This design comes from an exercise in tuning for small area, a short achievable clock period and few clock cycles on the open sky130 flow, not from production work. RTL that was checked went through simulation tests only; none was proved equivalent to the original. Power and IR drop assume default switching activity.

// idex_unit
module idex_unit (
    input  logic                     clk_i,
    input  logic                     rst_n_i,
    input  logic                     req_i,
    input  idex_ctrl_pkg::word_t     inst_i,
    input  idex_ctrl_pkg::word_t     pc_i,
    input  idex_ctrl_pkg::word_t     rs1_data_i,
    input  idex_ctrl_pkg::word_t     rs2_data_i,
    output idex_ctrl_pkg::reg_addr_t rs1_addr_o,
    output idex_ctrl_pkg::reg_addr_t rs2_addr_o,
    output logic                     ack_o,
    output logic                     rd_we_o,
    output idex_ctrl_pkg::reg_addr_t rd_addr_o,
    output idex_ctrl_pkg::word_t     rd_data_o,
    output idex_ctrl_pkg::word_t     pc_next_o,
    output logic                     inst_err_o
);
Size: ~210 I/O pins, ~0.0084 mm^2 of cells after synthesis.
export LEC_CHECK = 0
export ABC_AREA = 1
export CAP_MARGIN = 20
export CORE_MARGIN = 2
export CORE_UTILIZATION = 30
export SLEW_MARGIN = 20
create_clock -name core_clock -period 6.5 [get_ports {clk_i}]
standard.sh (not shown) runs the stock make flow with config.mk's settings and CLKGATE_MAP_FILE= SYNTH_SCRIPT=/design/flow/synth_recipe.tcl, a recipe that flattens the netlist after the stock synthesis.
==> flow/flow/run.sh <==
#!/bin/bash
# Own layout flow: the standard ORFS flow (standard.sh) with two changes:
#  - synthesis leaves adders to ABC (ADDER_MAP_FILE empty: no full/half
#    adder cells are extracted before technology mapping);
#  - the port buffers are plain buf_1 cells instead of the delay cells that
#    buffer_ports picks by default. Each port still gets its own buffer.
set -euo pipefail
bash standard.sh "ADDER_MAP_FILE=" \
    "BUFFER_PORTS_ARGS=-buffer_cell sky130_fd_sc_hd__buf_1" finish > orfs_make.log 2>&1
The starting point went through all stages and came out clean.
Testbench counts at the start, summed over its fixed seeds: cycles 6,400.
Then changed:
CORE_UTILIZATION = 40   (was 30)
SETUP_SLACK_MARGIN = 0.7   (was not set)
What happened: The new run completed without violations. Core utilization is higher by 13 points. Total power increases by 2.2%. Synthesized area does not change. Final cell count falls by 4.2%. Routed wire length falls by 2.8%. Non-clock buffer count came out higher by 10. Die area is lower by 24%. Final area rose by 1.4%. Maximum frequency went up by 6.7%. Worst hold slack hardly moves.
Then changed:
SETUP_SLACK_MARGIN = 0.3   (was 0.7)
Outcome:
- total power came out lower by a few percent
- final area goes down by a few percent
- flip-flop and latch count stays the same
- die area is unchanged
- wire length decreases slightly
Then changed:
CORE_UTILIZATION = 48   (was 40)
SETUP_SLACK_MARGIN = not set   (was 0.3)
Cell count shrinks by 2.7%.
Routed wire length decreases by 6.8%.
Cell area went down by 1.6%.
Via count climbs by 1.4%.
Worst setup slack got worse by 0.033 ns.
Sequential share of layout area does not change.
Hold slack gets better by 0.0048 ns.
Global-route usage grows by 4.7 points.
Non-clock buffer count goes down by 11.
Synthesized cell count is unchanged.
Then changed:
CORE_UTILIZATION = 40   (was 48)
=>
- The new run produced a clean layout
- critical path depth went up by 4
- first-iteration DRC count went down by well over a third
- worst setup slack is better by 0.067 ns
- sequential share of layout area stays the same
- design area went up slightly
- fmax went up slightly
- global-route usage went down by 4.7 points
- cell count went up by a few percent
- routed wire length went up by a few percent
Then changed:
SETUP_SLACK_MARGIN = 0.9   (was not set)
Effect:
- worst setup slack is better by 0.51 ns
- routed wire length increases by about 4%
- total power increases by 12%
- cell area grows by about 10%
- global-route usage rises by 0.55 points
- fmax is higher by 9.1%
- via count increases by about 3%
- utilization climbs by 4.7 points

---

nickel:
idex_unit, a different RTL version from the one above (not shown whole).
Size in the first run: ~1800 cells after synthesis, about 210 I/O pins, ~8800 sq um of cells after synthesis.
Design idex_unit, start of the top module:
module idex_unit (
    input  logic                     clk_i,
    input  logic                     rst_n_i,
    input  logic                     req_i,
    input  idex_ctrl_pkg::word_t     inst_i,
    input  idex_ctrl_pkg::word_t     pc_i,
    input  idex_ctrl_pkg::word_t     rs1_data_i,
    input  idex_ctrl_pkg::word_t     rs2_data_i,
    output idex_ctrl_pkg::reg_addr_t rs1_addr_o,
    output idex_ctrl_pkg::reg_addr_t rs2_addr_o,
    output logic                     ack_o,
    output logic                     rd_we_o,
    output idex_ctrl_pkg::reg_addr_t rd_addr_o,
    output idex_ctrl_pkg::word_t     rd_data_o,
    output idex_ctrl_pkg::word_t     pc_next_o,
    output logic                     inst_err_o
);
    logic b_reg, sub_reg, sub_imm;
    logic en_sum, en_p, en_g, en_shr, en_shl, en_lt, en_ltu, en_lui, en_auipc, en_link;
    logic pn_sum, pn_imm, pn_br, pn_seq, we, illegal;
    logic eq, lt, ltu, cond;
    idex_ctrl_pkg::word_t imm_i;
    idex_ctrl_pkg::word_t sum, p, g, shr, shl;
    idex_ctrl_pkg::word_t pc4;
    idex_ctrl_pkg::word_t pc_imm;
    assign rs1_addr_o = inst_i[19:15];
    assign rs2_addr_o = inst_i[24:20];
    idex_decoder u_decoder (
        .inst_i     (inst_i),
        .b_reg_o    (b_reg),
        .sub_reg_o  (sub_reg),
        .sub_imm_o  (sub_imm),
  ...
export LEC_CHECK = 0
export ABC_AREA = 1
export CAP_MARGIN = 20
export CORE_MARGIN = 2
export CORE_UTILIZATION = 30
export SETUP_SLACK_MARGIN = 0.9
export SLEW_MARGIN = 20
create_clock -name core_clock -period 6.5 [get_ports {clk_i}]
Scripts as last shown in full above: flow/flow/run.sh
--- input diff nickel..violet ---
# nickel
export LEC_CHECK = 0
export ABC_AREA = 1
export CAP_MARGIN = 20
export CORE_MARGIN = 2
export CORE_UTILIZATION = 30
export SETUP_SLACK_MARGIN = 0.9
export SLEW_MARGIN = 20
create_clock -name core_clock -period 6.5 [get_ports {clk_i}]
# violet
export LEC_CHECK = 0
export ABC_AREA = 1
export CAP_MARGIN = 20
export CORE_MARGIN = 2
export CORE_UTILIZATION = 30
export SETUP_SLACK_MARGIN = 0.6
export SLEW_MARGIN = 20
create_clock -name core_clock -period 6.5 [get_ports {clk_i}]
==> flow/flow/run.sh <==
#!/bin/bash
# Own layout flow: the standard ORFS flow (standard.sh) with two changes:
#  - synthesis leaves adders to ABC (ADDER_MAP_FILE empty: no full/half
#    adder cells are extracted before technology mapping);
#  - the port buffers are plain buf_2 cells instead of the delay cells that
#    buffer_ports picks by default. Each port still gets its own buffer.
set -euo pipefail
bash standard.sh "ADDER_MAP_FILE=" \
    "BUFFER_PORTS_ARGS=-buffer_cell sky130_fd_sc_hd__buf_2" finish > orfs_make.log 2>&1
### Flow results
Power after layout: lower on violet. Re number of gates resized after cts: nickel and violet aren't equal, and the lower value belongs to violet. violet ended with less final area than nickel. nickel was routed with more vias than violet. violet reports its top routing layer in use as met5 while nickel reports met4. Sort nickel and violet by leakage power summed over all cells, ascending, and nickel comes first. Between nickel and violet, the post-route non-filler standard cell count is lower for violet. Looking at antenna diode count, violet sits below nickel. Taking nickel as the reference, in violet distinct cell type count of the synthesized netlist has remained practically unchanged, final worst-path setup slack lower, largest incremental delay on the critical path moved up.
No run of this note included a check of the RTL's function; only the layout flow was run.
